Context: an optimization exercise on an open-source flow, tuned for small area. The choices shown serve that exercise and are no tape-out recipe. RTL that was checked went through simulation tests only; none was proved equivalent to the original. Only the layout flow was run in runs 1 to 3; the RTL was not checked for function there. Power and IR drop assume default switching activity. No driver is modelled on the clock port, so clocking that relies on it looks cheaper here than on a real chip.

==> flow/design.v <==
package rv_pkg;
    localparam logic [6:0] OPC_OP     = 7'b0110011;
    localparam logic [6:0] OPC_OP_IMM = 7'b0010011;
    localparam logic [6:0] OPC_LUI    = 7'b0110111;
    localparam logic [6:0] F7_BASE = 7'b0000000;
    localparam logic [6:0] F7_ALT  = 7'b0100000;
    localparam logic [1:0] CLS_ILL    = 2'd0;
    localparam logic [1:0] CLS_OP     = 2'd1;
    localparam logic [1:0] CLS_OP_IMM = 2'd2;
    localparam logic [1:0] CLS_LUI    = 2'd3;
endpackage
module rv_regfile (
    input  logic       clk,
    input  logic       clr_i,      
    input  logic       wen_i,
    input  logic [4:0] waddr_i,
    input  logic [1:0] wdig_i,     
    input  logic [4:0] raddr1_i,
    input  logic [4:0] raddr2_i,
    output logic [1:0] rdig1_o,
    output logic [1:0] rdig2_o
);
    logic [31:0][1:0] head;
    assign head[0] = 2'b00;
    for (genvar r = 1; r < 32; r++) begin : g_x
        logic [31:0] ring;
        logic        we;
        assign we      = clr_i || (wen_i && waddr_i == 5'(r));
        assign head[r] = we ? wdig_i : ring[1:0];
        always_ff @(posedge clk)
            ring <= {head[r], ring[31:2]};
    end
    assign rdig1_o = head[raddr1_i];
    assign rdig2_o = head[raddr2_i];
endmodule
module rv_decode (
    input  logic [31:0] inst_i,
    output logic [1:0]  cls_o
);
    logic [6:0] opcode;
    logic [2:0] funct3;
    logic [6:0] funct7;
    logic       is_op;
    logic       is_op_imm;
    logic       is_lui;
    logic       alt;
    logic       f7_ok;
    assign opcode    = inst_i[6:0];
    assign funct3    = inst_i[14:12];
    assign funct7    = inst_i[31:25];
    assign is_op     = opcode == rv_pkg::OPC_OP;
    assign is_op_imm = opcode == rv_pkg::OPC_OP_IMM;
    assign is_lui    = opcode == rv_pkg::OPC_LUI;
    assign alt       = funct7 == rv_pkg::F7_ALT;
    always_comb begin
        if (is_op)
            f7_ok = funct7 == rv_pkg::F7_BASE || (alt && (funct3 == 3'b000 || funct3 == 3'b101));
        else if (funct3 == 3'b001)
            f7_ok = funct7 == rv_pkg::F7_BASE;
        else if (funct3 == 3'b101)
            f7_ok = funct7 == rv_pkg::F7_BASE || alt;
        else
            f7_ok = 1'b1;
        if (is_lui)
            cls_o = rv_pkg::CLS_LUI;
        else if (is_op && f7_ok)
            cls_o = rv_pkg::CLS_OP;
        else if (is_op_imm && f7_ok)
            cls_o = rv_pkg::CLS_OP_IMM;
        else
            cls_o = rv_pkg::CLS_ILL;
    end
endmodule
module rv_execute (
    input  logic        clk,
    input  logic [3:0]  ph_i,
    input  logic        act_i,       
    input  logic        regsh_i,     
    input  logic        lui_i,
    input  logic        sub_i,       
    input  logic [2:0]  f3_i,
    input  logic        alt_i,
    input  logic [4:0]  shamt_i,     
    input  logic [1:0]  a_i,         
    input  logic [1:0]  b_i,         
    input  logic [1:0]  rs2_i,       
    output logic [4:0]  shamt_o,     
    output logic [31:0] r_o
);
    logic        carry_q;
    logic [1:0]  d1_q;
    logic [1:0]  d2_q;
    logic        prev_q;
    logic        last;
    logic        sll;
    logic        srl;
    logic        sra;
    logic        slt;
    logic [4:0]  s;
    logic [3:0]  q;
    logic        cin;
    logic [1:0]  bx;
    logic        c1;
    logic        c2;
    logic [1:0]  sum;
    logic        lt;
    logic        prev;
    logic [1:0]  sll_d;
    logic        spec;
    logic        late;
    logic [4:0]  cq;
    logic        kept_hi;
    logic        kept_lo;
    logic [1:0]  top;
    logic [31:0] nxt;
    logic [31:0] en;
    logic [31:0] tb;
    logic        tb_en;
    logic [4:0]  thr;
    logic        fillv;
    logic        lo_v;
    logic        v_odd;
    logic        v_even;
    assign last = ph_i == 4'd15;
    assign sll  = !lui_i && f3_i == 3'b001;
    assign srl  = !lui_i && f3_i == 3'b101;
    assign sra  = srl && alt_i;
    assign slt  = !lui_i && (f3_i == 3'b010 || f3_i == 3'b011);
    assign shamt_o = {rs2_i[0], d1_q, d2_q};
    always_comb begin
        if (!regsh_i || ph_i > 4'd2)
            s = shamt_i;
        else if (ph_i == 4'd0)
            s = {3'b000, rs2_i};
        else if (ph_i == 4'd1)
            s = {1'b0, rs2_i, d1_q};
        else
            s = shamt_o;
    end
    assign q = s[4:1];
    assign cin = ph_i == 4'd0 ? sub_i : carry_q;
    assign bx  = b_i ^ {2{sub_i}};
    assign sum[0] = a_i[0] ^ bx[0] ^ cin;
    assign c1     = (a_i[0] & bx[0]) | (cin & (a_i[0] ^ bx[0]));
    assign sum[1] = a_i[1] ^ bx[1] ^ c1;
    assign c2     = (a_i[1] & bx[1]) | (c1 & (a_i[1] ^ bx[1]));
    assign lt     = f3_i[0] ? !c2 : ((a_i[1] ^ b_i[1]) ? a_i[1] : sum[1]);
    assign prev  = ph_i == 4'd0 ? 1'b0 : prev_q;
    assign sll_d = s[0] ? {a_i[0], prev} : a_i;
    assign cq    = {1'b0, ph_i} + {1'b0, q};
    assign spec  = sll && ph_i == 4'd2 && q == 4'd15;
    assign late  = sll && ph_i >= 4'd2 && cq[4] && !spec;
    assign kept_hi = ph_i >= q;
    assign kept_lo = kept_hi && !(s[0] && ph_i == q);
    assign fillv   = sra && a_i[1];
    assign lo_v    = kept_lo ? a_i[0] : fillv;
    assign v_odd   = srl && (s[0] ? lo_v : a_i[1]);
    assign v_even  = srl && (s[0] ? a_i[1] : lo_v);
    always_comb begin
        if (srl) begin
            tb_en = kept_hi;
            thr   = ~s - {4'b0000, kept_lo};
        end else begin
            tb_en = late;
            thr   = {q, 1'b0} - 5'd2;
        end
    end
    always_comb begin
        if (lui_i)
            top = b_i;
        else begin
            case (f3_i)
                3'b000:  top = sum;
                3'b001:  top = spec ? r_o[29:28] : sll_d;
                3'b100:  top = a_i ^ b_i;
                3'b110:  top = a_i | b_i;
                3'b111:  top = a_i & b_i;
                default: top = 2'b00;
            endcase
        end
    end
    always_comb begin
        for (int j = 0; j < 32; j++)
            tb[j] = tb_en && 5'(j) >= thr;
        for (int j = 0; j < 32; j++) begin
            logic up;
            logic tbm2;
            tbm2 = j >= 2 ? tb[(j + 30) % 32] : 1'b0;
            up   = j < 30 ? r_o[(j + 2) % 32] : top[j % 2];
            en[j] = act_i && !(late && tbm2);
            if (tb[j])
                nxt[j] = tbm2 ? fillv : (j % 2 == 1 ? v_odd : v_even);
            else
                nxt[j] = up;
        end
        if (spec)
            nxt[29:26] = 4'b0000;
        if (last && slt && lt)
            nxt[0] = 1'b1;
    end
    always_ff @(posedge clk) begin
        carry_q <= c2;
        d1_q    <= rs2_i;
        d2_q    <= d1_q;
        prev_q  <= a_i[1];
    end
    for (genvar j = 0; j < 32; j++) begin : g_r
        always_ff @(posedge clk)
            if (en[j])
                r_o[j] <= nxt[j];
    end
endmodule
module rv_core_top (
    input  logic           clk,
    input  logic           rst_n,
    input  logic           inst_valid_i,
    input  logic [31:0]    inst_i,
    output logic           inst_allowin_o,
    output logic           retire_valid_o,
    output logic [38:0]    retire_o,
    input  logic           retire_ready_i
);
    logic [3:0]  ph;
    logic        clr_q;      
    logic        iv_q;       
    logic        act_q;      
    logic        rv_q;       
    logic        wbp_q;      
    logic [31:7] ir_q;       
    logic [1:0]  cls_q;
    logic [1:0]  cls_in;
    logic [4:0]  ret_rd_q;
    logic        ret_wen_q;
    logic        ret_ill_q;
    logic [31:0] res;
    logic        ph0;
    logic        ph15;
    logic        go0;
    logic        act;
    logic        last;
    logic        acc;
    logic        is_op;
    logic        is_lui;
    logic        regsh;
    logic        sub;
    logic [1:0]  a_d;
    logic [1:0]  rs2_d;
    logic [1:0]  imm_d;
    logic [1:0]  b_d;
    logic [4:0]  shamt_full;
    logic [1:0]  wdig;
    rv_decode decode_i (
        .inst_i (inst_i),
        .cls_o  (cls_in)
    );
    assign ph0  = ph == 4'd0;
    assign ph15 = ph == 4'd15;
    assign go0  = (iv_q || wbp_q) && (!rv_q || retire_ready_i);
    assign act  = ph0 ? go0 : act_q;
    assign last = act && ph15;
    assign inst_allowin_o = ph15 && (!iv_q || act_q);
    assign acc            = inst_valid_i && inst_allowin_o;
    always_ff @(posedge clk or negedge rst_n) begin
        if (!rst_n) begin
            ph    <= 4'd0;
            clr_q <= 1'b1;
            iv_q  <= 1'b0;
            act_q <= 1'b0;
            rv_q  <= 1'b0;
            wbp_q <= 1'b0;
        end else begin
            ph <= ph + 4'd1;
            if (ph15)
                clr_q <= 1'b0;
            if (ph0)
                act_q <= go0;
            else if (ph15)
                act_q <= 1'b0;
            if (acc)
                iv_q <= 1'b1;
            else if (last)
                iv_q <= 1'b0;
            if (last)
                wbp_q <= iv_q;
            if (last && iv_q)
                rv_q <= 1'b1;
            else if (retire_ready_i)
                rv_q <= 1'b0;
        end
    end
    assign is_op  = cls_q == rv_pkg::CLS_OP;
    assign is_lui = cls_q == rv_pkg::CLS_LUI;
    assign regsh  = is_op && ir_q[13:12] == 2'b01;    
    assign sub    = !is_lui && ((ir_q[14:12] == 3'b000 && is_op && ir_q[30])
                                || ir_q[14:12] == 3'b010 || ir_q[14:12] == 3'b011);
    always_ff @(posedge clk) begin
        if (acc) begin
            ir_q  <= inst_i[31:7];
            cls_q <= cls_in;
        end else if (act && iv_q && regsh && ph == 4'd2) begin
            ir_q[24:20] <= shamt_full;
        end
        if (last && iv_q) begin
            ret_rd_q  <= ir_q[11:7];
            ret_wen_q <= cls_q != rv_pkg::CLS_ILL && ir_q[11:7] != 5'd0;
            ret_ill_q <= cls_q == rv_pkg::CLS_ILL;
        end
    end
    always_comb begin
        if (is_lui) begin
            case (ph)
                4'd6:    imm_d = ir_q[13:12];
                4'd7:    imm_d = ir_q[15:14];
                4'd8:    imm_d = ir_q[17:16];
                4'd9:    imm_d = ir_q[19:18];
                4'd10:   imm_d = ir_q[21:20];
                4'd11:   imm_d = ir_q[23:22];
                4'd12:   imm_d = ir_q[25:24];
                4'd13:   imm_d = ir_q[27:26];
                4'd14:   imm_d = ir_q[29:28];
                4'd15:   imm_d = ir_q[31:30];
                default: imm_d = 2'b00;
            endcase
        end else begin
            case (ph)
                4'd0:    imm_d = ir_q[21:20];
                4'd1:    imm_d = ir_q[23:22];
                4'd2:    imm_d = ir_q[25:24];
                4'd3:    imm_d = ir_q[27:26];
                4'd4:    imm_d = ir_q[29:28];
                4'd5:    imm_d = ir_q[31:30];
                default: imm_d = {2{ir_q[31]}};
            endcase
        end
    end
    assign b_d = cls_q[1] ? imm_d : rs2_d;
    assign wdig = clr_q ? 2'b00 : res[1:0];
    rv_regfile regfile_i (
        .clk      (clk),
        .clr_i    (clr_q),
        .wen_i    (act && wbp_q && ret_wen_q),
        .waddr_i  (ret_rd_q),
        .wdig_i   (wdig),
        .raddr1_i (ir_q[19:15]),
        .raddr2_i (ir_q[24:20]),
        .rdig1_o  (a_d),
        .rdig2_o  (rs2_d)
    );
    rv_execute execute_i (
        .clk      (clk),
        .ph_i     (ph),
        .act_i    (act),
        .regsh_i  (regsh),
        .lui_i    (is_lui),
        .sub_i    (sub),
        .f3_i     (ir_q[14:12]),
        .alt_i    (ir_q[30]),
        .shamt_i  (ir_q[24:20]),
        .a_i      (a_d),
        .b_i      (b_d),
        .rs2_i    (rs2_d),
        .shamt_o  (shamt_full),
        .r_o      (res)
    );
    assign retire_valid_o = rv_q;
    assign retire_o       = {ret_rd_q, ret_wen_q, ret_ill_q, res};
endmodule
==> flow/flow/run.sh <==
#!/bin/bash
# The standard ORFS layout (standard.sh) with three changes:
#  - synthesis maps with an area-oriented ABC script (flow/abc.script);
#    everything else in synthesis is the standard script, so the
#    registers and their names are the standard ones
#  - ports are buffered with sky130_fd_sc_hd__buf_1
#  - clock tree synthesis inserts no dummy loads and uses larger sink clusters
# Each tool's output stays in orfs/logs/; make's output goes to flow.log.
set -euo pipefail
W=$PWD
export BUFFER_PORTS_ARGS="-buffer_cell sky130_fd_sc_hd__buf_1"
export CTS_ARGS="-sink_clustering_enable -repair_clock_nets -dont_use_dummy_load -sink_clustering_size 32 -sink_clustering_max_diameter 100"
sed "s#SYNTH_SCRIPT=[^ ]*#SYNTH_SCRIPT=$W/flow/synth.tcl#" standard.sh > own_standard.sh
bash own_standard.sh > flow.log 2>&1
==> flow/flow/abc.script <==
&get -n
&st
&dch -f
&nf -R 1000
&put
==> flow/flow/synth.tcl <==
# synth_recipe.tcl with one change: ABC maps with flow/abc.script
set own_abc_script [file join [file dirname [file normalize [info script]]] abc.script]
proc synth {args} { yosys synth -nofsm -noshare {*}$args }
proc abc {args} {
  set i [lsearch -exact $args -script]
  if { $i >= 0 } {
    set args [lreplace $args $i [expr {$i + 1}] -script $::own_abc_script]
  }
  yosys abc {*}$args
}
source $::env(SCRIPTS_DIR)/synth.tcl
# left out here: clear keep_hierarchy, flatten, clean up, hide names made inside functions, write 1_2_yosys.v
==> flow/standard.sh <==
#!/bin/bash
# synth_recipe.tcl (not shown) runs the flow's synth.tcl, then flattens the netlist and writes it again
# the make line also repeats each setting of config.mk as NAME=value (left out here)
make -C /OpenROAD-flow-scripts/flow DESIGN_CONFIG=/design/flow/config.mk WORK_HOME=/design/flow/orfs CLKGATE_MAP_FILE= SYNTH_SCRIPT=/design/flow/synth_recipe.tcl "${@:-finish}"
==> flow/config.mk <==
export PLATFORM = sky130hd
export DESIGN_NAME = rv_core_top
export DESIGN_NICKNAME = rv_core_top
export VERILOG_FILES = /design/flow/design.v
export SDC_FILE = /design/flow/constraint.sdc
export NUM_CORES = 8
export LEC_CHECK = 0
export ABC_AREA = 1
export CAP_MARGIN = 0
export CORE_MARGIN = 2
export CORE_UTILIZATION = 60
export SLEW_MARGIN = 0
==> flow/constraint.sdc <==
create_clock -name core_clock -period 10.0 [get_ports {clk}]
set_input_delay 2.0000 -clock core_clock [delete_from_list [all_inputs] [get_ports {clk}]]
set_output_delay 2.0000 -clock core_clock [all_outputs]
set_load 0.01 [all_outputs]
==> results of run 1 <==
-- stage by stage --
stage	instance area, um2	setup slack, ps	hold WS (ps)	util
2_1_floorplan	26600	479	310	-
3_3_place_gp	27800	262	310	0.632
6_report	28800	738	284	0.655
3_5_place_dp	27800	91.8	312	0.632
5_1_grt	28800	101	280	0.655
4_1_cts	28800	689	278	0.655
-- synth_stat cells, types with 2 or more instances --
cell       instances  area share
dfxtp_1          998        0.75
o211ai_1          14      0.0039
xnor2_1            3     0.00099
nor4_1             3     0.00071
o41ai_1            2     0.00066
nand2b_1          14      0.0033
o31ai_1            9      0.0025
edfxtp_1          66       0.074
mux2_1             4      0.0017
a311oi_1           4      0.0013
mux2i_1           11      0.0041
buf_4              2     0.00056
nand3_1           21      0.0039
a21oi_1          146       0.027
nor3_1            15      0.0028
nor2_1            95       0.013
nand2_1          130       0.018
o311ai_0           4      0.0013
dfrtp_1            8      0.0075
nand4_1            9      0.0021
xor2_1             6      0.0020
fa_1               2      0.0015
ha_1              21      0.0099
nor2b_1            9      0.0021
clkinv_1          44      0.0062
and2_0             5      0.0012
mux4_2            12       0.010
a31oi_1           36      0.0085
and3_1             8      0.0019
a22oi_1            4      0.0011
a22o_1             4      0.0013
o21a_1             3     0.00085
a211oi_1          10      0.0028
a2111oi_0          2     0.00066
o21ai_0          113       0.021
nand3b_1           2     0.00056
a32oi_1            6      0.0020
-- state kept, by name, indices dropped and copies added (netlist names) --
signal              flops
cls_q                   2
execute_i.prev_q        1
ph                      4
ret_ill_q               1
ret_wen_q               1
execute_i.carry_q       1
clr_q                   1
iv_q                    1
execute_i.r_o          32
act_q                   1
regfile_i.g_x.ring    992
ir_q                   25
ret_rd_q                5
wbp_q                   1
execute_i.d2_q          2
rv_q                    1
execute_i.d1_q          2
-- final timing paths --
kind	cells past startpoint	to	slack, ps	start
setup / recovery	32	execute_i.r_o[19]	740	retire_ready_i
hold / removal	0	regfile_i.g_x[20].ring[25]	280	regfile_i.g_x[20].ring[27]
setup reg to reg	32	execute_i.r_o[19]	830	ph[3]
hold reg to reg	0	regfile_i.g_x[20].ring[25]	280	regfile_i.g_x[20].ring[27]
max in group asynchronous	1	ph[0]	8230	rst_n
min in group asynchronous	1	rv_q	1390	rst_n
-- critical path, delay by kind of cell --
| family | cells | cell delay, ps |
|---|---|---|
| muxes | 2 | 840 |
| adders and majority gates | 3 | 720 |
| buffers and inverters | 6 | 980 |
| xor gates and xnor gates | 1 | 540 |
| and+or+nand+nor | 8 | 1690 |
| AOI/OAI and AO/OA | 12 | 2750 |
-- power by group --
group	switching, mW	internal, mW
combinational	0.0664	0.0324
sequential	0.0200	4.35
clock	1.13	0.709
-- cell families after synthesis --
family / Yosys count
buf+inv: 46
simple gates: 315
compound gates: 363
fa+ha+maj: 23
mux: 27
xor+xnor: 9
flops: 1073
-- layer usage --
layer / part of all wire / vias to the layer above / global-route usage
met5: 0 / - / 0
met4: 0.027 / 0 / 0.0678
met3: 0.042 / 77 / 0.0287
met2: 0.44 / 325 / 0.313
met1: 0.49 / 6224 / 0.295
li1: - / 6542 / -
-- placed cells by master, fill, tap and decap left out, types with 6 or more instances in the layout --
master,count
nand3_1,21
nor2_1,94
dfxtp_1,998
nand2_1,130
edfxtp_1,66
a32oi_1,6
nor2b_1,9
clkinv_1,44
o21ai_0,113
a31oi_1,36
clkbuf_16,39
mux4_2,12
a211oi_1,10
dfrtp_1,8
xor2_1,6
buf_1,76
nand2b_1,14
buf_4,27
ha_1,21
nor3_1,15
o211ai_1,14
o31ai_1,9
mux2i_1,11
a21oi_1,145
and3_1,8
nand4_1,9
-- final cells by class --
class / instances / area, um2
inverter: 44 / 165
fill: 3273 / 15200
tap: 592 / 741
sequential: 1073 / 22200
multi-input combinational: 737 / 4270
antenna: 1 / 2.50
timing repair buffer: 103 / 488
clock buffer: 39 / 976
==> reports/qor.csv, run 1 <==
stage,metric,value,unit
yosys,Post-synth ARST share,0.00839,
clocking,clock root cell,clkbuf_16,
yosys,Synth Area in XOR/XNOR,0.00296,
clocking,setup bufs post-CTS,0,
setup_path,Worst Setup Start Kind,input pin,
yosys,mux cell area share after synthesis,0.0160,
detailed_routing,post-route ant nets,0,
detailed_routing,Detailed Route Iter0 Violations,1132,
timing,Max Fclk,108,MHz
detailed_routing,DRT Pass-1 Iters,6,
detailed_routing,vias post-DR,13200,
yosys,synth unique cells,48,
layout,Layout Cells excl Fill,2589,
timing,fin crit share,0.926,
clocking,cts repair resizes,0,
setup_path,Crit. End Element,flip-flop,
detailed_routing,Residual DRC,0,
detailed_routing,Vias/cell,5.09,
timing,Slew @ Worst Pin,1050,ps
global_route,first-pass GRT wire length,71200,um
global_route,largest net degree at the start of global routing,48,
placed_design,dpl cells,2549,
die,die width,215,um
setup_path,cell mode on critical path,clkinv_1,
clocking,TritonCTS clock tree,built,
clocking,"Clk Latency, worst-skew pair",600,ps
yosys,synth warn,4,
placed_design,RD Place Congestion,0.926,
power,Pwr Total,6.31,mW
yosys,Synth Area in Compound Gates,0.0777,
yosys,mapped cell area,26600,um2
timing,Setup TNS,0,ps
yosys,Main synth FF type,dfxtp_1,
layout,Synth-to-Final Area Change,8.33,%
power,PwrDens,219,nW/um2
clocking,CTS buffer count,39,
outcome,outcome,timing/DRC/antenna clean,
timing,Setup Skew,70.5,ps
setup_path,Crit-path slowest cell,xnor2_1,
timing,RSZ-0062 raised after global routing,no,
setup_path,"Req. time, crit path",10300,ps
yosys,synthesized area per cell,14.3,um2
global_route,Total Routing Usage GR,0.202,
global_route,vias in the first global route,12500,
clocking,Sink Count,1073,
yosys,Post-Synth Adder-Cell Area,0.0114,
yosys,Yosys reg bits,1073,
timing,"Slew Viols, Final",0,
global_route,antenna violations before repair,1,
clocking,"Hold-fix buffers, CTS",0,
clocking,Max Buffers Root-to-Sink,3,
timing,Slew headroom,0.298,
run,maxcap violations,0,
timing,crit path time final,9260,ps
placed_design,Port Buffers,76,
placed_design,HPWL after DPL,31200,um
yosys,"EDFF count, synth",66,
min_path,worst min path class,reg2reg,
clocking,H-tree Lvls,2,
layout,layout cell share with drive strength beyond 1,0.0411,
clocking,"CTS clk-pin slew, worst paths",110,ps
die,Initial Util,0.605,
yosys,largest family of logic cells by synthesized area,compound AO/OA/AOI/OAI gates,
setup_path,Worst Path Arrival,9560,ps
global_route,total grt overflow,0,
die,core area,44000,um2
power,VDD IR max,0.191,mV
yosys,sequential-to-total area share from yosys stat,0.834,
setup_path,worst setup path class,in2reg,
die,Rows,77,
timing,final hold vios,0,
die,die height,215,um
die,die area,46100,um2
detailed_routing,DR WL/cell,17.8,um
yosys,Syn Nets,1915,
die,I/O Pins,77,
yosys,Syn Inst Count,1856,
setup_path,CP peak stage delay,540,ps
layout,final net count,2057,
power,leakage power,11.1,nW
yosys,simple-gate share of the synthesized area,0.0516,
timing,final setup fails,0,
detailed_routing,drt total wl,46200,um
setup_path,crit-path max FO,14,
==> run 2, diff against run 1 <==
--- a/flow/design.v
+++ b/flow/design.v
@@ -77,3 +77,2 @@
     input  logic        act_i,       
-    input  logic        regsh_i,     
     input  logic        lui_i,
@@ -85,3 +84,2 @@
     input  logic [1:0]  b_i,         
-    input  logic [1:0]  rs2_i,       
     output logic [4:0]  shamt_o,     
@@ -128,10 +126,10 @@
     assign slt  = !lui_i && (f3_i == 3'b010 || f3_i == 3'b011);
-    assign shamt_o = {rs2_i[0], d1_q, d2_q};
+    assign shamt_o = {b_i[0], d1_q, d2_q};
     always_comb begin
-        if (!regsh_i || ph_i > 4'd2)
+        if (ph_i > 4'd2)
             s = shamt_i;
         else if (ph_i == 4'd0)
-            s = {3'b000, rs2_i};
+            s = {3'b000, b_i};
         else if (ph_i == 4'd1)
-            s = {1'b0, rs2_i, d1_q};
+            s = {1'b0, b_i, d1_q};
         else
@@ -202,3 +200,3 @@
         carry_q <= c2;
-        d1_q    <= rs2_i;
+        d1_q    <= b_i;
         d2_q    <= d1_q;
@@ -243,3 +241,3 @@
     logic        is_lui;
-    logic        regsh;
+    logic        shift;
     logic        sub;
@@ -292,3 +290,3 @@
     assign is_lui = cls_q == rv_pkg::CLS_LUI;
-    assign regsh  = is_op && ir_q[13:12] == 2'b01;    
+    assign shift  = !is_lui && ir_q[13:12] == 2'b01;   
     assign sub    = !is_lui && ((ir_q[14:12] == 3'b000 && is_op && ir_q[30])
@@ -299,3 +297,3 @@
             cls_q <= cls_in;
-        end else if (act && iv_q && regsh && ph == 4'd2) begin
+        end else if (act && iv_q && shift && ph == 4'd2) begin
             ir_q[24:20] <= shamt_full;
@@ -340,3 +338,3 @@
         .clr_i    (clr_q),
-        .wen_i    (act && wbp_q && ret_wen_q),
+        .wen_i    ((ph0 || act_q) && wbp_q && ret_wen_q),
         .waddr_i  (ret_rd_q),
@@ -352,3 +350,2 @@
         .act_i    (act),
-        .regsh_i  (regsh),
         .lui_i    (is_lui),
@@ -360,3 +357,2 @@
         .b_i      (b_d),
-        .rs2_i    (rs2_d),
         .shamt_o  (shamt_full),
--- a/flow/config.mk
+++ b/flow/config.mk
@@ -8,5 +8,5 @@
 export ABC_AREA = 1
-export CAP_MARGIN = 0
+export CAP_MARGIN = 20
 export CORE_MARGIN = 2
 export CORE_UTILIZATION = 60
-export SLEW_MARGIN = 0
+export SLEW_MARGIN = 20
==> run 2 against run 1 <==
  * Power is 0.52% higher
  * Combinational power rose by 28%
  * First-iteration DRC count decreased by 26%
  * Critical endpoint is now execute_i.r_o[26]
  * Highest routed layer unchanged
==> reports/qor.csv, run 2 <==
stage,metric,value,unit,change
outcome,outcome,timing/DRC/antenna clean,,
layout,register area,22200,um2,unchanged
layout,final net count,1978,,-3.8%
detailed_routing,post-route ant nets,0,,unchanged
detailed_routing,Detailed Route Iter0 Violations,834,,-26%
setup_path,CP peak stage delay,890,ps,+350 ps
detailed_routing,vias post-DR,12700,,-3.8%
layout,most frequent cells in the layout,"dfxtp_1, a21oi_1, nand2_1",,
yosys,"EDFF count, synth",66,,unchanged
clocking,setup bufs post-CTS,0,,unchanged
die,Rows,77,,unchanged
setup_path,Crit-path slowest cell,or2_0,,
die,Initial Util,0.605,,+0.000796
setup_path,worst setup path class,reg2reg,,
layout,"most common cell after layout, fill and taps aside",dfxtp_1,,
setup_path,crit-path max FO,22,,+8
die,die area,46100,um2,+0.13%
yosys,sequential-to-total area share from yosys stat,0.833,,-0.00110
timing,final hold vios,0,,unchanged
layout,"Most flops, register",regfile_i.g_x.ring,,
clocking,"Hold-fix buffers, CTS",0,,unchanged
yosys,synthesized area per cell,14.9,um2,+3.9%
layout,Synth-to-Final Area Change,7.97,%,
global_route,largest net degree at the start of global routing,36,,-25%
detailed_routing,Vias/cell,5.05,,-0.69%
yosys,Yosys reg bits,1073,,unchanged
yosys,synth unique cells,50,,+4.2%
global_route,vias in the first global route,12300,,-1.6%
yosys,"top cells by count, synth","dfxtp_1, a21oi_1, nand2_1",,
placed_design,RD Place Congestion,0.853,,-7.9%
yosys,Main synth FF type,dfxtp_1,,
clocking,"CTS clk-pin slew, worst paths",110,ps,about the same
timing,RSZ-0062 raised after global routing,no,,
timing,fin crit share,0.893,,-0.0332
power,PwrDens,220,nW/um2,+0.72%
die,die width,215,um,about the same
layout,# fillers,3290,,+0.52%
die,die height,215,um,about the same
detailed_routing,drt total wl,44500,um,-3.8%
setup_path,Reg2Reg Setup Slack,1070,ps,+240 ps
clocking,CTS buffer count,39,,unchanged
detailed_routing,DR WL/cell,17.7,um,-0.70%
detailed_routing,Residual DRC,0,,unchanged
yosys,mapped cell area,26700,um2,+0.13%
clocking,H-tree Lvls,2,,unchanged
timing,Min Hold Slack,317,ps,+33.3 ps
global_route,antenna violations before repair,1,,unchanged
yosys,Post-synth ARST share,0.00839,,unchanged
layout,number of antenna diodes,0,,-1
power,leakage power,11.0,nW,-1.2%
layout,Largest regs,"regfile_i.g_x.ring x992, execute_i.r_o x32, ir_q x25",,
global_route,Total Routing Usage GR,0.194,,-0.00812
setup_path,Worst Setup Start Kind,flip-flop,,
placed_design,Port Buffers,76,,unchanged
timing,final setup fails,0,,unchanged
clocking,Max Buffers Root-to-Sink,3,,unchanged
timing,Slew @ Worst Pin,1090,ps,+38.5 ps
global_route,first-pass GRT wire length,68600,um,-3.7%
yosys,most common cell in the netlist,dfxtp_1,,
yosys,Yosys top cell area share,0.750,,-0.000987
layout,fin area,28800,um2,-0.20%
die,I/O Pins,77,,unchanged
yosys,Syn Inst Count,1788,,-3.7%
detailed_routing,DRT Pass-1 Iters,5,,-1
timing,Setup Skew,28.4,ps,-42.1 ps
layout,layout cell share with drive strength beyond 1,0.0433,,+0.00221
timing,Slew headroom,0.273,,-0.0257
global_route,total grt overflow,0,,unchanged
layout,multi-input gate area in the final layout,4320,um2,+1.2%
yosys,Yosys top cell by area,dfxtp_1,,
timing,Setup TNS,0,ps,unchanged
timing,"Slew Viols, Final",0,,unchanged
clocking,TritonCTS clock tree,built,,
yosys,synth warn,4,,unchanged
timing,crit path time final,8930,ps,-332 ps
min_path,worst min path class,reg2reg,,
setup_path,Crit. End Element,flip-flop,,
clocking,clock root cell,clkbuf_16,,
clocking,"Clk Latency, worst-skew pair",590,ps,about the same
die,core area,44000,um2,unchanged
setup_path,cell mode on critical path,a21oi_1,,
yosys,Syn Nets,1847,,-3.6%
clocking,Sink Count,1073,,unchanged
power,VDD IR max,0.211,mV,+11%
timing,Max Fclk,112,MHz,+3.7%
setup_path,"Req. time, crit path",10330,ps,+30 ps
placed_design,DP Area,27800,um2,-0.18%
clocking,cts repair resizes,0,,unchanged
placed_design,HPWL after DPL,29900,um,-4.4%
run,maxcap violations,0,,unchanged
yosys,Area contributors post-synth,"dfxtp_1, edfxtp_1, a21oi_1",,
setup_path,Worst Path Arrival,9260,ps,-300 ps
layout,max reg flops,992,,unchanged
[run 2: changes by cell type in the layout (fill, tap and decap cells not counted), sizes merged, moves of 11 or more]
cell / change
mux2: +24
a21oi: -14
nand2: -28
buf: -11
o21ai: -21
a31oi: -13
mux4: +11
[run 2: worst paths after layout]
check,startpoint,to,cells past startpoint
worst min-delay path,regfile_i.g_x[29].ring[8],regfile_i.g_x[29].ring[6],0
max in group asynchronous,rst_n,ph[3],1
worst max register to register,ph[1],execute_i.r_o[26],33
min in group asynchronous,rst_n,iv_q,1
worst min register to register,regfile_i.g_x[29].ring[8],regfile_i.g_x[29].ring[6],0
worst max-delay path,ph[1],execute_i.r_o[26],33
[run 2: worst max-delay path: cells and delay by family (launching register included)]
family                   cells  cell delay [ps]
XOR/XNOR                     1              490
AND/OR/NAND/NOR              9             2200
adder cells (fa/ha/maj)      4             1040
multiplexers                 3              890
flip-flops                   1              500
AO/OA/AOI/OAI               12             2800
buffers and inverters        4              720
[run 2: report_power, final]
part | switching (mW) | internal (mW)
Sequential | 0.0199 | 4.35
Combinational | 0.0865 | 0.0392
Clock | 1.14 | 0.709
Total | 1.24 | 5.10
[run 2: area by class of cell]
type                    instances  share of cell area
clock buffers                  39              0.0339
inverters                      38             0.00496
multi-input cells             675               0.150
flip-flops and latches       1073               0.771
well taps                     592              0.0257
repair buffers                 92              0.0141
[run 2: cell families after synthesis]
family | share of synthesized area
AOI/OAI and AO/OA | 0.0648
xor gates and xnor gates | 0.00263
adders and majority gates | 0.0114
buffers and inverters | 0.00592
DFF | 0.833
muxes | 0.0380
and+or+nand+nor | 0.0447
[run 2: routing by layer]
layer | track usage | wire length [um]
met1 | 0.275 | 21500
met4 | 0.0657 | 1280
met3 | 0.0326 | 1760
met2 | 0.306 | 19900
met5 | 0 | 0
[run 2: per-stage QoR]
step / util / cells / power (mW) / setup WS (ps)
final: 0.654 / 2509 / 6.34 / 1070
after floorplan: - / 1788 / 4.54 / 1020
after detailed placement: 0.631 / 2470 / 4.59 / 1180
after global placement: 0.631 / 2470 / 4.59 / 1380
after global routing: 0.654 / 2509 / 6.56 / 146
after CTS: 0.654 / 2509 / 6.40 / 1110
==> run 3, diff against run 2 <==
--- a/flow/flow/run.sh
+++ b/flow/flow/run.sh
@@ -11,3 +11,3 @@
 export BUFFER_PORTS_ARGS="-buffer_cell sky130_fd_sc_hd__buf_1"
-export CTS_ARGS="-sink_clustering_enable -repair_clock_nets -dont_use_dummy_load -sink_clustering_size 32 -sink_clustering_max_diameter 100"
+export CTS_ARGS="-sink_clustering_enable -repair_clock_nets -dont_use_dummy_load -sink_clustering_size 36 -sink_clustering_max_diameter 80"
 sed "s#SYNTH_SCRIPT=[^ ]*#SYNTH_SCRIPT=$W/flow/synth.tcl#" standard.sh > own_standard.sh
--- a/flow/config.mk
+++ b/flow/config.mk
@@ -10,3 +10,3 @@
 export CORE_MARGIN = 2
-export CORE_UTILIZATION = 60
+export CORE_UTILIZATION = 50
 export SLEW_MARGIN = 20
==> run 3 against run 2 <==
  * Critical endpoint is now execute_i.r_o[20]
  * Sequential power barely moved
  * Power fell by 0.36%
  * Highest routed layer unchanged
  * Worst hold slack got worse by 28 ps
  * Critical path type unchanged
  * Synthesized cell count did not move
  * Clock skew rose by 43 ps
  * Register-to-register slack got worse by 80 ps
  * Die area rose by 20%
  * First-iteration DRC count fell by 9.1%
  * Cell area rose by 0.30%
  * Wire length fell by 0.34%
==> reports/qor.csv, run 3 <==
stage,metric,value,unit,change
power,switch share,0.196,,-0.000324
setup_path,Reg2Reg Launch Point,ph[1],,
power,PwrDens,219,nW/um2,-0.66%
timing,RSZ-0062 raised after global routing,no,,
layout,# fillers,4327,,+32%
min_path,worst min path class,reg2reg,,
global_route,largest net degree at the start of global routing,37,,+2.8%
global_route,first-pass GRT wire length,68600,um,about the same
global_route,met3 GRT Util,0.0291,,-0.00342
run,maxcap violations,0,,unchanged
timing,Max Fclk,111,MHz,-0.92%
timing,Slew @ Worst Pin,929,ps,-162 ps
die,die width,235,um,+9.4%
timing,Min Hold Slack,290,ps,-27.7 ps
clocking,H-tree Lvls,2,,unchanged
layout,fin area,28900,um2,+0.30%
timing,final setup fails,0,,unchanged
setup_path,Worst Setup Start Kind,flip-flop,,
timing,Setup Skew,71.7,ps,+43.3 ps
placed_design,DP Area,27900,um2,+0.40%
power,Pint,5.08,mW,-0.32%
global_route,met2 usage,0.242,,-0.0636
detailed_routing,Residual DRC,0,,unchanged
yosys,Yosys top cell by area,dfxtp_1,,
power,Clk pwr share,0.288,,-0.003
power,Reg power frac,0.692,,+0.003
global_route,global route hottest layer,met2,,
global_route,total grt overflow,0,,unchanged
die,core area,52700,um2,+20%
detailed_routing,Vias/cell,4.87,,-3.5%
setup_path,worst r2r path cells,31,,-6.1%
die,die height,235,um,+9.4%
global_route,vias in the first global route,12100,,-1.8%
layout,Largest regs,"regfile_i.g_x.ring x992, execute_i.r_o x32, ir_q x25",,
detailed_routing,drt total wl,44300,um,-0.34%
setup_path,Critical Path Sink,execute_i.r_o[20],,
clocking,Sink Count,1073,,unchanged
yosys,"top cells by count, synth","dfxtp_1, a21oi_1, nand2_1",,
detailed_routing,post-route ant nets,0,,unchanged
global_route,global routing usage on met1,0.233,,-0.0413
setup_path,Crit-path slowest cell,a21oi_1,,
timing,Setup TNS,0,ps,unchanged
detailed_routing,Detailed Route Iter0 Violations,758,,-9.1%
yosys,most common cell in the netlist,dfxtp_1,,
clocking,CTS buffer count,38,,-2.6%
setup_path,worst setup path class,reg2reg,,
layout,"most common cell after layout, fill and taps aside",dfxtp_1,,
timing,final hold vios,0,,unchanged
timing,crit path time final,9010,ps,+83.0 ps
yosys,mapped cell area,26700,um2,unchanged
setup_path,crit-path max FO,22,,unchanged
yosys,synthesized area per cell,14.9,um2,unchanged
clocking,Max Buffers Root-to-Sink,3,,unchanged
global_route,Total Routing Usage GR,0.160,,-0.0332
layout,final net count,1976,,-0.10%
placed_design,Port Buffers,76,,unchanged
timing,"Slew Viols, Final",0,,unchanged
layout,max reg flops,992,,unchanged
clocking,"CTS clk-pin slew, worst paths",110,ps,about the same
die,Rows,84,,+9.1%
yosys,Main synth FF type,dfxtp_1,,
clocking,clock root cell,clkbuf_16,,
detailed_routing,vias post-DR,12700,,+0.14%
setup_path,Reg2Reg Setup Slack,990,ps,-80 ps
yosys,Syn Nets,1847,,unchanged
yosys,Area contributors post-synth,"dfxtp_1, edfxtp_1, a21oi_1",,
global_route,antenna violations before repair,2,,+1
layout,Final Util,0.548,,-0.105
power,Comb pwr share,0.020,,about the same
setup_path,Crit. End Element,flip-flop,,
die,Initial Util,0.506,,-0.0992
yosys,Post-synth ARST share,0.00839,,unchanged
placed_design,dpl cells,2565,,+3.8%
placed_design,HPWL after DPL,30200,um,+0.93%
yosys,"EDFF count, synth",66,,unchanged
power,leakage power,10.9,nW,-0.16%
layout,Synth-to-Final Area Change,8.30,%,
timing,fin crit share,0.901,,+0.00830
yosys,synth unique cells,50,,unchanged
setup_path,RR Endpoint,execute_i.r_o[20],,
setup_path,cell mode on critical path,a21oi_1,,
layout,multi-input gate area in the final layout,4320,um2,about the same
setup_path,Critical path origin,ph[1],,
setup_path,Worst Path Arrival,9420,ps,+160 ps
yosys,synth warn,4,,unchanged
layout,"Most flops, register",regfile_i.g_x.ring,,
clocking,"Hold-fix buffers, CTS",0,,unchanged
layout,Layout Cells excl Fill,2604,,+3.8%
placed_design,RD Place Congestion,0.816,,-4.3%
outcome,outcome,timing/DRC/antenna clean,,
yosys,Syn Inst Count,1788,,unchanged
layout,most frequent cells in the layout,"dfxtp_1, a21oi_1, nand2_1",,
power,VDD IR max,0.158,mV,-25%
layout,layout cell share with drive strength beyond 1,0.0418,,-0.00152
clocking,TritonCTS clock tree,built,,
yosys,sequential-to-total area share from yosys stat,0.833,,unchanged
die,I/O Pins,77,,unchanged
detailed_routing,DR WL/cell,17.0,um,-4.0%
die,die area,55200,um2,+20%
yosys,Yosys reg bits,1073,,unchanged
power,switching pwr,1.24,mW,-0.52%
clocking,"Clk Latency, worst-skew pair",610,ps,+20 ps
setup_path,CP peak stage delay,790,ps,-100 ps
layout,register area,22200,um2,unchanged
setup_path,"Req. time, crit path",10410,ps,+80 ps
timing,Slew headroom,0.381,,+0.108
yosys,Yosys top cell area share,0.750,,unchanged
detailed_routing,DRT Pass-1 Iters,5,,unchanged
## run 3: kinds of logic (layout without fill, tap and decap cells)
kind of cell / Yosys count / in the layout / synth area share
other: 0 / 1 / 0
and+or+nand+nor: 272 / 272 / 0.0447
muxes: 69 / 69 / 0.0380
DFF: 1073 / 1073 / 0.833
buffers and inverters: 40 / 167 / 0.00592
adders and majority gates: 23 / 23 / 0.0114
AOI/OAI and AO/OA: 303 / 303 / 0.0648
xor gates and xnor gates: 8 / 8 / 0.00263
## run 3: worst max-delay path: cells and delay by family, from the launching register on
kind            cells  cell delay (ps)
flops               1              500
xor+xnor            1              510
simple gates        7             1860
buf+inv             3              450
fa+ha+maj           4             1090
compound gates     14             3590
mux                 2              850
## run 3: power by group through the flow
| stage | registers [mW] | logic (mW) | clock network, mW |
|---|---|---|---|
| after floorplan | 4.47 | 0.0642 | 0 |
| after global placement | 4.47 | 0.126 | 0 |
| after detailed placement | 4.47 | 0.126 | 0 |
| after CTS | 4.37 | 0.127 | 1.90 |
| after global routing | 4.38 | 0.140 | 2.04 |
| final | 4.37 | 0.125 | 1.82 |
## run 3: layout make-up
class	instances	share of cell area
flip-flops and latches	1073	0.769
multi-input cells	675	0.150
clock buffers	38	0.0329
well taps	688	0.0298
repair buffers	91	0.0138
inverters	38	0.00494
diodes	1	0.0000867
## run 3: stage by stage
stage	power (mW)	worst slack [ps]
3_5_place_dp	4.59	657
4_1_cts	6.40	568
3_3_place_gp	4.59	907
5_1_grt	6.55	86.2
2_1_floorplan	4.54	1020
6_report	6.32	987
## run 3: routing by layer
metal,vias up,wire length (um)
met5,-,0
met4,0,1370
met3,78,1830
met2,257,19100
met1,6054,22000
li1,6302,-
## run 3: timing repair
item / CTS / global route
resized for setup: 0 / 1
setup endpoints to repair: 0 / 25
buffers inserted: 0 / 0
## run 3: worst min path at each step
| stage | start | to | depth (start not counted) |
|---|---|---|---|
| finish | regfile_i.g_x[15].ring[23] | regfile_i.g_x[15].ring[21] | 0 |
| global route | regfile_i.g_x[6].ring[30] | regfile_i.g_x[6].ring[28] | 0 |
| CTS | regfile_i.g_x[6].ring[30] | regfile_i.g_x[6].ring[28] | 0 |
| detailed placement | regfile_i.g_x[4].ring[5] | regfile_i.g_x[4].ring[3] | 0 |
| global placement | regfile_i.g_x[13].ring[14] | regfile_i.g_x[13].ring[12] | 0 |
| floorplan | regfile_i.g_x[10].ring[2] | regfile_i.g_x[10].ring[0] | 0 |
==> run 4, diff against run 3 <==
--- a/flow/design.v
+++ b/flow/design.v
@@ -23,3 +23,11 @@
     logic [31:0][1:0] head;
+    logic [3:0]       we_hi;
+    logic [7:0]       we_lo;
     assign head[0] = 2'b00;
+    for (genvar i = 0; i < 4; i++) begin : g_hi
+        assign we_hi[i] = clr_i || (wen_i && waddr_i[4:3] == 2'(i));
+    end
+    for (genvar i = 0; i < 8; i++) begin : g_lo
+        assign we_lo[i] = clr_i || waddr_i[2:0] == 3'(i);
+    end
     for (genvar r = 1; r < 32; r++) begin : g_x
@@ -27,3 +35,3 @@
         logic        we;
-        assign we      = clr_i || (wen_i && waddr_i == 5'(r));
+        assign we      = we_hi[r / 8] && we_lo[r % 8];
         assign head[r] = we ? wdig_i : ring[1:0];
@@ -230,3 +238,3 @@
     logic [4:0]  ret_rd_q;
-    logic        ret_wen_q;
+    logic        ret_wen;
     logic        ret_ill_q;
@@ -302,3 +310,2 @@
             ret_rd_q  <= ir_q[11:7];
-            ret_wen_q <= cls_q != rv_pkg::CLS_ILL && ir_q[11:7] != 5'd0;
             ret_ill_q <= cls_q == rv_pkg::CLS_ILL;
@@ -338,3 +345,3 @@
         .clr_i    (clr_q),
-        .wen_i    ((ph0 || act_q) && wbp_q && ret_wen_q),
+        .wen_i    ((ph0 || act_q) && wbp_q && ret_wen),
         .waddr_i  (ret_rd_q),
@@ -360,4 +367,5 @@
     );
+    assign ret_wen = !ret_ill_q && ret_rd_q != 5'd0;
     assign retire_valid_o = rv_q;
-    assign retire_o       = {ret_rd_q, ret_wen_q, ret_ill_q, res};
+    assign retire_o       = {ret_rd_q, ret_wen, ret_ill_q, res};
 endmodule
--- a/flow/config.mk
+++ b/flow/config.mk
@@ -11,2 +11,3 @@
 export CORE_UTILIZATION = 50
+export PLACE_DENSITY = 0.75
 export SLEW_MARGIN = 20
==> run 4 against run 3 <==
  * Sequential power about the same
  * Global-route usage up 0.89 points
  * Wire length rose by 6.3%
  * Critical path depth increased by 2
  * Cell count is 0.61% higher
  * Fmax decreased by 1.3%
  * Worst setup slack got worse by 120 ps
  * First-iteration DRC count increased by 35%
  * Synthesized cell count grew 1.2%
  * Core utilization decreased by 0.12 points
  * Largest power group unchanged
==> reports/qor.csv, run 4 <==
stage,metric,value,unit,change
yosys,Yosys top cell by area,dfxtp_1,,
clocking,"CTS clk-pin slew, worst paths",110,ps,about the same
yosys,Yosys top cell area share,0.751,,+0.00141
timing,Slew headroom,0.331,,-0.0494
timing,Setup Skew,60.2,ps,-11.5 ps
yosys,Area contributors post-synth,"dfxtp_1, edfxtp_1, a21oi_1",,
placed_design,Port Buffers,76,,unchanged
yosys,Post-synth ARST share,0.00840,,about the same
layout,# fillers,4239,,-2.0%
timing,"Slew Viols, Final",0,,unchanged
detailed_routing,drt total wl,47100,um,+6.3%
die,die height,235,um,about the same
setup_path,largest delay contributor family on the critical path,compound AO/OA/AOI/OAI gates,,
clocking,TritonCTS clock tree,built,,
yosys,Syn Inst Count,1810,,+1.2%
detailed_routing,Vias/cell,4.94,,+1.3%
timing,fin crit share,0.913,,+0.0116
clocking,CTS buffer count,37,,-2.6%
die,Rows,84,,unchanged
setup_path,Crit-path slowest cell,o21ai_0,,
yosys,"top cells by count, synth","dfxtp_1, a21oi_1, nor2_1",,
yosys,Main synth FF type,dfxtp_1,,
yosys,sequential-to-total area share from yosys stat,0.833,,about the same
outcome,outcome,timing/DRC/antenna clean,,
yosys,synthesized area per cell,14.7,um2,-1.4%
yosys,synth warn,4,,unchanged
layout,"Most flops, register",regfile_i.g_x.ring,,
yosys,Yosys reg bits,1072,,-0.093%
layout,most frequent cells in the layout,"dfxtp_1, a21oi_1, nor2_1",,
setup_path,crit-path max FO,12,,-45%
timing,final setup fails,0,,unchanged
setup_path,CP peak stage delay,770,ps,-20 ps
layout,"most common cell after layout, fill and taps aside",dfxtp_1,,
global_route,first-pass GRT wire length,71700,um,+4.6%
layout,number of antenna diodes,0,,-1
global_route,total grt overflow,0,,unchanged
timing,Max Fclk,110,MHz,-1.3%
yosys,mapped cell area,26600,um2,-0.19%
detailed_routing,DR WL/cell,18.0,um,+5.7%
clocking,"Hold-fix buffers, CTS",0,,unchanged
layout,max reg flops,992,,unchanged
yosys,synth unique cells,53,,+6.0%
clocking,Sink Count,1072,,-0.093%
detailed_routing,Detailed Route Iter0 Violations,1024,,+35%
min_path,worst min path class,reg2reg,,
power,VDD IR max,0.130,mV,-18%
clocking,setup bufs post-CTS,0,,unchanged
die,I/O Pins,77,,unchanged
die,core area,52600,um2,-0.20%
yosys,Syn Nets,1869,,+1.2%
timing,Slew @ Worst Pin,993,ps,+63.6 ps
timing,Setup TNS,0,ps,unchanged
timing,Min Hold Slack,290,ps,+0.858 ps
die,Initial Util,0.506,,about the same
yosys,"EDFF count, synth",65,,-1.5%
layout,Largest regs,"regfile_i.g_x.ring x992, execute_i.r_o x32, ir_q x25",,
timing,RSZ-0062 raised after global routing,no,,
run,maxcap violations,0,,unchanged
min_path,Hold Path Origin,regfile_i.g_x[18].ring[25],,
placed_design,dpl cells,2583,,+0.70%
layout,layout cell share with drive strength beyond 1,0.0357,,-0.00606
placed_design,RD Place Congestion,0.882,,+8.1%
setup_path,Worst Setup Start Kind,flip-flop,,
layout,Layout Cells excl Fill,2620,,+0.61%
global_route,Total Routing Usage GR,0.169,,+0.00890
setup_path,Buf/Inv on CP,3,,unchanged
yosys,most common cell in the netlist,dfxtp_1,,
die,die area,55100,um2,-0.18%
setup_path,Reg2Reg Launch Point,ph[1],,
global_route,largest net degree at the start of global routing,42,,+14%
setup_path,worst setup path class,reg2reg,,
power,leakage power,11.0,nW,about the same
setup_path,cell mode on critical path,a21oi_1,,
timing,final hold vios,0,,unchanged
clocking,Max Buffers Root-to-Sink,3,,unchanged
detailed_routing,DRT Pass-1 Iters,6,,+1
layout,Final Util,0.547,,-0.00117
clocking,"Clk Latency, worst-skew pair",600,ps,about the same
clocking,cts repair resizes,0,,unchanged
placed_design,HPWL after DPL,32000,um,+6.0%
timing,crit path time final,9130,ps,+116 ps
setup_path,"Req. time, crit path",10300,ps,-110 ps
clocking,H-tree Lvls,2,,unchanged
setup_path,Crit. End Element,flip-flop,,
layout,Synth-to-Final Area Change,8.06,%,
global_route,vias in the first global route,12400,,+2.9%
global_route,antenna violations before repair,1,,-1
detailed_routing,Residual DRC,0,,unchanged
setup_path,Worst Path Arrival,9430,ps,about the same
layout,final net count,1993,,+0.86%
power,PwrDens,220,nW/um2,+0.61%
die,die width,235,um,about the same
power,Pwr Total,6.33,mW,+0.19%
clocking,clock root cell,clkbuf_16,,
setup_path,Critical path origin,ph[1],,
detailed_routing,vias post-DR,12900,,+1.9%
detailed_routing,post-route ant nets,0,,unchanged
run 4: cell type report:
| class | instances | area (um2) | share of cell area |
|---|---|---|---|
| Multi-Input combinational cell | 688 | 4250 | 0.148 |
| Clock buffer | 37 | 926 | 0.0322 |
| Timing Repair Buffer | 87 | 368 | 0.0128 |
| Sequential cell | 1072 | 22200 | 0.771 |
| Inverter | 48 | 180 | 0.00627 |
| Tap cell | 688 | 861 | 0.0299 |
run 4: stage by stage:
step | setup slack, ps | instance area [um2]
6_report | 871 | 28700
5_1_grt | 225 | 28700
4_1_cts | 1050 | 28700
3_5_place_dp | 1140 | 27800
3_3_place_gp | 1320 | 27800
2_1_floorplan | 2800 | 26600
run 4: final timing paths:
kind | slack [ps] | cells after the start | to
setup / recovery | 870 | 33 | execute_i.r_o[26]
hold / removal | 290 | 0 | regfile_i.g_x[18].ring[23]
setup reg to reg | 870 | 33 | execute_i.r_o[26]
hold reg to reg | 290 | 0 | regfile_i.g_x[18].ring[23]
max in group asynchronous | 8100 | 1 | act_q
min in group asynchronous | 1420 | 1 | rv_q
run 4: kinds of logic after synthesis:
family / after synthesis / synth area share
xor+xnor: 8 / 0.00263
buf+inv: 50 / 0.00734
mux: 60 / 0.0327
flops: 1072 / 0.833
simple gates: 294 / 0.0476
compound gates: 303 / 0.0654
fa+ha+maj: 23 / 0.0114
run 4: layer usage:
| metal | vias up | share of wire | routed length, um | track usage |
|---|---|---|---|---|
| li1 | 6311 | - | - | - |
| met1 | 6125 | 0.48 | 22400 | 0.247 |
| met2 | 409 | 0.44 | 20600 | 0.257 |
| met3 | 91 | 0.049 | 2320 | 0.0213 |
| met4 | 0 | 0.038 | 1780 | 0.0698 |
| met5 | - | 0 | 0 | 0 |
run 4: where the power goes:
part           switching (mW)  internal [mW]
clock                    1.14          0.676
sequential             0.0262           4.35
combinational           0.100         0.0428
==> run 5, diff against run 4 <==
--- a/flow/config.mk
+++ b/flow/config.mk
@@ -11,3 +11,2 @@
 export CORE_UTILIZATION = 50
-export PLACE_DENSITY = 0.75
 export SLEW_MARGIN = 20
==> run 5 against run 4 <==
  * Combinational power is 3% lower
  * Sequential cell count stayed put
  * Die area stayed put
  * Worst setup slack better by 240 ps
  * Critical path depth is 1 lower
  * Cell count is 0.23% higher
  * Clock power hardly changed
  * Largest cell class unchanged
  * Largest power group unchanged
  * Highest routed layer is now met5
==> reports/qor.csv, run 5 <==
stage,metric,value,unit,change
outcome,outcome,timing/DRC/antenna clean,,
min_path,Worst Hold Path EP,regfile_i.g_x[2].ring[28],,
timing,Min Hold Slack,283,ps,-6.95 ps
setup_path,Reg2Reg Setup Slack,1110,ps,+240 ps
timing,RSZ-0062 raised after global routing,no,,
clocking,Sink Count,1072,,unchanged
detailed_routing,vias post-DR,12800,,-1.1%
layout,"most common cell after layout, fill and taps aside",dfxtp_1,,
clocking,"Clk Latency, worst-skew pair",600,ps,about the same
die,die height,235,um,unchanged
timing,fin crit share,0.889,,-0.0243
detailed_routing,DR WL/cell,17.3,um,-3.6%
yosys,synth unique cells,53,,unchanged
setup_path,largest delay contributor family on the critical path,compound AO/OA/AOI/OAI gates,,
clocking,clock root cell,clkbuf_16,,
yosys,sequential-to-total area share from yosys stat,0.833,,unchanged
min_path,worst min path class,reg2reg,,
power,leakage power,11.0,nW,+0.39%
die,die width,235,um,unchanged
setup_path,cell mode on critical path,a21oi_1,,
timing,Setup Skew,57.2,ps,-3.01 ps
yosys,"EDFF count, synth",65,,unchanged
yosys,Area contributors post-synth,"dfxtp_1, edfxtp_1, a21oi_1",,
setup_path,Crit-path slowest cell,o21ai_0,,
setup_path,CP peak stage delay,720,ps,-50 ps
yosys,Main synth FF type,dfxtp_1,,
global_route,antenna violations before repair,5,,+4
clocking,Max Buffers Root-to-Sink,3,,unchanged
min_path,Hold Path Origin,regfile_i.g_x[2].ring[30],,
die,I/O Pins,77,,unchanged
yosys,Syn Inst Count,1810,,unchanged
global_route,largest net degree at the start of global routing,42,,unchanged
yosys,"top cells by count, synth","dfxtp_1, a21oi_1, nor2_1",,
yosys,synth warn,4,,unchanged
detailed_routing,DRT Pass-1 Iters,5,,-1
setup_path,worst r2r path cells,32,,-3.0%
clocking,setup bufs post-CTS,0,,unchanged
timing,Max Fclk,113,MHz,+2.7%
setup_path,crit-path max FO,12,,unchanged
power,Pwr Total,6.35,mW,+0.31%
setup_path,Worst Setup Start Kind,flip-flop,,
clocking,cts repair resizes,0,,unchanged
placed_design,DP Area,27800,um2,about the same
layout,layout cell share with drive strength beyond 1,0.0387,,+0.00301
yosys,Yosys top cell by area,dfxtp_1,,
layout,most frequent cells in the layout,"dfxtp_1, a21oi_1, nor2_1",,
setup_path,Crit. End Element,flip-flop,,
yosys,most common cell in the netlist,dfxtp_1,,
timing,final setup fails,0,,unchanged
die,core area,52600,um2,unchanged
timing,Setup TNS,0,ps,unchanged
timing,Slew headroom,0.300,,-0.0311
detailed_routing,post-route ant nets,0,,unchanged
setup_path,Worst Path Arrival,9190,ps,-240 ps
layout,final net count,1998,,+0.25%
clocking,CTS buffer count,39,,+5.4%
detailed_routing,Detailed Route Iter0 Violations,823,,-20%
clocking,"CTS clk-pin slew, worst paths",120,ps,about the same
layout,"Most flops, register",regfile_i.g_x.ring,,
timing,crit path time final,8890,ps,-243 ps
yosys,Yosys reg bits,1072,,unchanged
clocking,"Hold-fix buffers, CTS",0,,unchanged
die,die area,55100,um2,unchanged
setup_path,RR Endpoint,execute_i.r_o[26],,
layout,fin area,28800,um2,+0.30%
yosys,synthesized area per cell,14.7,um2,unchanged
setup_path,Reg2Reg Launch Point,ph[1],,
setup_path,Buf/Inv on CP,3,,unchanged
placed_design,RD Place Congestion,0.877,,-0.52%
timing,Slew @ Worst Pin,1050,ps,+57.2 ps
layout,Largest regs,"regfile_i.g_x.ring x992, execute_i.r_o x32, ir_q x25",,
die,Initial Util,0.506,,unchanged
run,maxcap violations,0,,unchanged
layout,Synth-to-Final Area Change,8.39,%,
placed_design,Port Buffers,76,,unchanged
yosys,Yosys top cell area share,0.751,,unchanged
setup_path,worst setup path class,reg2reg,,
yosys,Post-synth ARST share,0.00840,,unchanged
global_route,total grt overflow,0,,unchanged
timing,"Slew Viols, Final",0,,unchanged
detailed_routing,Vias/cell,4.87,,-1.3%
layout,Final Util,0.549,,+0.00167
power,VDD IR max,0.206,mV,+58%
setup_path,"Req. time, crit path",10300,ps,about the same
clocking,TritonCTS clock tree,built,,
die,Rows,84,,unchanged
global_route,first-pass GRT wire length,69300,um,-3.4%
clocking,H-tree Lvls,2,,unchanged
power,PwrDens,220,nW/um2,about the same
detailed_routing,Residual DRC,0,,unchanged
timing,final hold vios,0,,unchanged
layout,max reg flops,992,,unchanged
yosys,Syn Nets,1869,,unchanged
yosys,mapped cell area,26600,um2,unchanged
min_path,Hold Crit Depth,0,,unchanged
global_route,vias in the first global route,12100,,-2.2%
placed_design,HPWL after DPL,31500,um,-1.4%
detailed_routing,drt total wl,45500,um,-3.4%
global_route,Total Routing Usage GR,0.163,,-0.00634
## run 5: worst max-delay path by stage
stage               start           endpoint  slack, ps  cells after the start
CTS                 ph[1]  execute_i.r_o[26]       1150                     34
floorplan           ph[1]  execute_i.r_o[26]       2800                     32
global route        ph[1]  execute_i.r_o[26]        130                     33
detailed placement  ph[1]  execute_i.r_o[26]       1240                     34
global placement    ph[1]  execute_i.r_o[26]       1540                     32
finish              ph[1]  execute_i.r_o[26]       1110                     32
## run 5: routing by layer
metal,vias up,GRT usage,part of all wire
met2,285,0.246,0.43
met3,95,0.0243,0.038
li1,6323,-,-
met4,2,0.0650,0.036
met1,6089,0.237,0.49
met5,-,0,0.00029
## run 5: kinds of logic (layout without fill, tap and decap cells)
group | Yosys count | after routing | share of synthesized area
other cells | 0 | 1 | 0
simple gates | 294 | 294 | 0.0476
mux | 60 | 60 | 0.0327
flops | 1072 | 1072 | 0.833
compound gates | 303 | 303 | 0.0654
fa+ha+maj | 23 | 23 | 0.0114
xor+xnor | 8 | 8 | 0.00263
buf+inv | 50 | 177 | 0.00734
## run 5: layout make-up
type	count	area (um2)
diodes	1	2.50
clock buffers	39	976
fillers	4317	23700
inverters	48	180
multi-input cells	688	4260
flip-flops and latches	1072	22200
well taps	688	861
repair buffers	90	398
## run 5: metrics by stage
stage                     setup slack [ps]  cells
after floorplan                       2800   1810
after global placement                1540   2585
after detailed placement              1240   2585
after CTS                             1150   2624
after global routing                   126   2625
final                                 1110   2626
## run 5: power breakdown
| part | switching, mW | leakage, nW | internal, mW |
|---|---|---|---|
| Clock | 1.13 | 0.481 | 0.709 |
| Sequential | 0.0234 | 8.76 | 4.35 |
| Combinational | 0.0964 | 1.75 | 0.0423 |
| Total | 1.25 | 11.0 | 5.10 |
==> run 6, diff against run 5 <==
--- a/flow/config.mk
+++ b/flow/config.mk
@@ -10,3 +10,4 @@
 export CORE_MARGIN = 2
-export CORE_UTILIZATION = 50
+export CORE_UTILIZATION = 45
+export PLACE_DENSITY = 0.7
 export SLEW_MARGIN = 20
==> run 6 against run 5 <==
  * Still clean
  * Cell area up 0.31%
  * Sequential share of layout area down 0.24 points
  * Wire length rose by 1.8%
  * Die area rose by 11%
  * Worst hold slack improved by 13 ps
  * Power is essentially flat
  * Count of clock-buffer cells in the layout is the same
  * Area after synthesis did not move
  * Clock skew grew 2.2 ps
  * Fmax rose by 0.31%
  * Synthesized cell count unchanged
  * Sequential cell count stayed put
  * Critical endpoint is now execute_i.r_o[2]
==> reports/qor.csv, run 6 <==
stage,metric,value,unit,change
outcome,outcome,timing/DRC/antenna clean,,
timing,crit path time final,8860,ps,-27.4 ps
global_route,largest net degree at the start of global routing,42,,unchanged
yosys,synthesized area per cell,14.7,um2,unchanged
die,die area,61100,um2,+11%
detailed_routing,Residual DRC,0,,unchanged
clocking,CTS buffer count,39,,unchanged
detailed_routing,post-route ant nets,0,,unchanged
clocking,"CTS clk-pin slew, worst paths",120,ps,about the same
power,VDD IR max,0.207,mV,+0.51%
power,Reg power frac,0.688,,about the same
layout,fin area,28900,um2,+0.31%
yosys,"EDFF count, synth",65,,unchanged
layout,# fillers,4957,,+15%
timing,Slew headroom,0.344,,+0.0443
yosys,Main synth FF type,dfxtp_1,,
power,PwrDens,220,nW/um2,-0.27%
detailed_routing,drt total wl,46300,um,+1.8%
power,Comb pwr share,0.022,,about the same
detailed_routing,DR WL/cell,17.1,um,-1.4%
yosys,Syn Inst Count,1810,,unchanged
layout,Synth-to-Final Area Change,8.72,%,
layout,most frequent cells in the layout,"dfxtp_1, a21oi_1, nor2_1",,
detailed_routing,DRT Pass-1 Iters,7,,+2
yosys,Post-synth ARST share,0.00840,,unchanged
power,leakage power,11.0,nW,about the same
yosys,Area contributors post-synth,"dfxtp_1, edfxtp_1, a21oi_1",,
setup_path,"Req. time, crit path",10430,ps,+130 ps
yosys,mapped cell area,26600,um2,unchanged
detailed_routing,Vias/cell,4.78,,-2.0%
yosys,"top cells by count, synth","dfxtp_1, a21oi_1, nor2_1",,
layout,final net count,1997,,-0.050%
yosys,most common cell in the netlist,dfxtp_1,,
detailed_routing,vias post-DR,12900,,+1.2%
setup_path,Crit. End Element,flip-flop,,
layout,layout cell share with drive strength beyond 1,0.0377,,-0.00101
layout,Largest regs,"regfile_i.g_x.ring x992, execute_i.r_o x32, ir_q x25",,
placed_design,Port Buffers,76,,unchanged
setup_path,Reg2Reg Setup Slack,1140,ps,+30 ps
yosys,Syn Nets,1869,,unchanged
timing,Setup Skew,59.4,ps,+2.19 ps
setup_path,Worst Path Arrival,9290,ps,+100 ps
setup_path,Worst Setup Start Kind,flip-flop,,
power,Pint,5.10,mW,about the same
yosys,synth warn,4,,unchanged
timing,RSZ-0062 raised after global routing,no,,
power,switch share,0.197,,about the same
timing,Slew @ Worst Pin,984,ps,-66.4 ps
die,Rows,89,,+6.0%
die,I/O Pins,77,,unchanged
global_route,first-pass GRT wire length,70400,um,+1.5%
setup_path,crit-path max FO,12,,unchanged
clocking,Max Buffers Root-to-Sink,3,,unchanged
global_route,vias in the first global route,12300,,+1.1%
timing,final hold vios,0,,unchanged
die,Initial Util,0.453,,-0.0529
setup_path,cell mode on critical path,a21oi_1,,
clocking,"Clk Latency, worst-skew pair",590,ps,about the same
die,die height,247,um,+5.3%
detailed_routing,Detailed Route Iter0 Violations,1259,,+53%
timing,fin crit share,0.886,,-0.00274
global_route,antenna violations before repair,4,,-1
setup_path,worst setup path class,reg2reg,,
timing,"Slew Viols, Final",0,,unchanged
yosys,Yosys top cell by area,dfxtp_1,,
placed_design,HPWL after DPL,31700,um,+0.73%
setup_path,CP peak stage delay,660,ps,-60 ps
power,Clk pwr share,0.289,,about the same
yosys,sequential-to-total area share from yosys stat,0.833,,unchanged
layout,"Most flops, register",regfile_i.g_x.ring,,
global_route,Total Routing Usage GR,0.152,,-0.0113
clocking,Sink Count,1072,,unchanged
placed_design,RD Place Congestion,0.867,,-1.2%
clocking,clock root cell,clkbuf_16,,
setup_path,Crit-path slowest cell,o21ai_0,,
layout,max reg flops,992,,unchanged
timing,final setup fails,0,,unchanged
layout,"most common cell after layout, fill and taps aside",dfxtp_1,,
min_path,worst min path class,reg2reg,,
die,die width,247,um,+5.3%
global_route,total grt overflow,0,,unchanged
timing,Max Fclk,113,MHz,+0.31%
yosys,Yosys reg bits,1072,,unchanged
clocking,cts repair resizes,0,,unchanged
yosys,synth unique cells,53,,unchanged
placed_design,DP Area,27900,um2,+0.36%
clocking,"Hold-fix buffers, CTS",0,,unchanged
die,core area,58700,um2,+12%
timing,Setup TNS,0,ps,unchanged
clocking,TritonCTS clock tree,built,,
clocking,H-tree Lvls,2,,unchanged
layout,Final Util,0.493,,-0.0558
power,switching pwr,1.25,mW,+0.11%
run,maxcap violations,0,,unchanged
clocking,setup bufs post-CTS,0,,unchanged
yosys,Yosys top cell area share,0.751,,unchanged
-- run 6: worst paths after layout --
| path | start | to | depth (start not counted) |
|---|---|---|---|
| setup / recovery | ph[1] | execute_i.r_o[2] | 30 |
| min in group asynchronous | rst_n | rv_q | 1 |
| hold / removal | regfile_i.g_x[29].ring[19] | regfile_i.g_x[29].ring[17] | 0 |
| setup reg to reg | ph[1] | execute_i.r_o[2] | 30 |
| hold reg to reg | regfile_i.g_x[29].ring[19] | regfile_i.g_x[29].ring[17] | 0 |
| max in group asynchronous | rst_n | ph[1] | 1 |
-- run 6: layer usage --
| metal | GRT usage | share of wire | vias to the layer above | wire (um) |
|---|---|---|---|---|
| met4 | 0.0563 | 0.030 | 0 | 1390 |
| met1 | 0.223 | 0.49 | 6141 | 22500 |
| met2 | 0.225 | 0.43 | 393 | 19900 |
| li1 | - | - | 6322 | - |
| met5 | 0 | 0 | - | 0 |
| met3 | 0.0242 | 0.055 | 90 | 2530 |
-- run 6: stage by stage --
| step | std cells | hold slack [ps] | power (mW) | worst slack, ps |
|---|---|---|---|---|
| 2_1_floorplan | 1810 | 310 | 4.54 | 2800 |
| 3_3_place_gp | 2670 | 310 | 4.61 | 1410 |
| 3_5_place_dp | 2670 | 312 | 4.61 | 1290 |
| 4_1_cts | 2709 | 294 | 6.42 | 1240 |
| 5_1_grt | 2709 | 283 | 6.58 | 119 |
| 6_report | 2711 | 296 | 6.35 | 1140 |
-- run 6: area by class of cell --
class | instances | area [um2] | area share
diodes | 2 | 5.00 | 0.000173
repair buffers | 89 | 383 | 0.0132
inverters | 48 | 180 | 0.00623
well taps | 773 | 967 | 0.0334
multi-input cells | 688 | 4250 | 0.147
flip-flops and latches | 1072 | 22200 | 0.766
clock buffers | 39 | 976 | 0.0337
-- run 6: power groups by stage --
stage / clock network [mW] / logic [mW] / registers, mW
2_1_floorplan: 0 / 0.0713 / 4.47
3_3_place_gp: 0 / 0.141 / 4.47
3_5_place_dp: 0 / 0.142 / 4.47
4_1_cts: 1.90 / 0.142 / 4.37
5_1_grt: 2.04 / 0.159 / 4.38
6_report: 1.84 / 0.143 / 4.37
-- run 6: cell families after synthesis --
group | share of synthesized area
xor+xnor | 0.00263
flops | 0.833
simple gates | 0.0476
compound gates | 0.0654
mux | 0.0327
buf+inv | 0.00734
fa+ha+maj | 0.0114
-- run 6: critical path: cells and delay by family, from the launching register on --
kind	cells	cell delay, ps
AOI/OAI and AO/OA	13	3740
and+or+nand+nor	7	1800
adders and majority gates	4	1170
muxes	2	860
DFF	1	520
buffers and inverters	3	480
xor gates and xnor gates	1	160

separate check: timing with driven ports:
In the flow no input, the clock included, has a driving cell. The finished layouts below were timed again as built, in two steps.
Step 1 sets driving cells, clkbuf_16 on the clock port and buf_2 on the other inputs (assumed; they add their load-dependent delay and slew).
Step 2 adds t to the input delays and takes it off the output delays; t is the mean of the earliest and latest rising clock arrival at the registers after step 1. Input paths then give back, and output paths get back, about the clock's delay inside the block.
Slacks: ideal / step 1 / step 2; pairs: ideal / step 1.
| run | shift t [ns] | setup WS [ns] | hold WS [ns] | worst register clock-pin slew, ns |
|---|---|---|---|---|
| run 1 | 0.631 | 0.738 / 0.782 / 0.152 | 0.284 / 0.284 / 0.284 | 0.12 / 0.12 |
| run 2 | 0.634 | 1.070 / 1.070 / 1.070 | 0.317 / 0.317 / 0.317 | 0.12 / 0.12 |
| run 3 | 0.630 | 0.987 / 0.987 / 0.987 | 0.290 / 0.290 / 0.290 | 0.12 / 0.12 |
| run 4 | 0.623 | 0.871 / 0.871 / 0.871 | 0.290 / 0.290 / 0.290 | 0.12 / 0.12 |
| run 5 | 0.628 | 1.114 / 1.114 / 1.114 | 0.283 / 0.283 / 0.283 | 0.12 / 0.12 |
| run 6 | 0.624 | 1.142 / 1.142 / 1.142 | 0.296 / 0.296 / 0.296 | 0.12 / 0.12 |
After both steps every run listed still meets setup and hold. For run 1, which loses most, drivers alone change the setup slack by +0.044 ns; drivers and shift together by -0.586 ns.
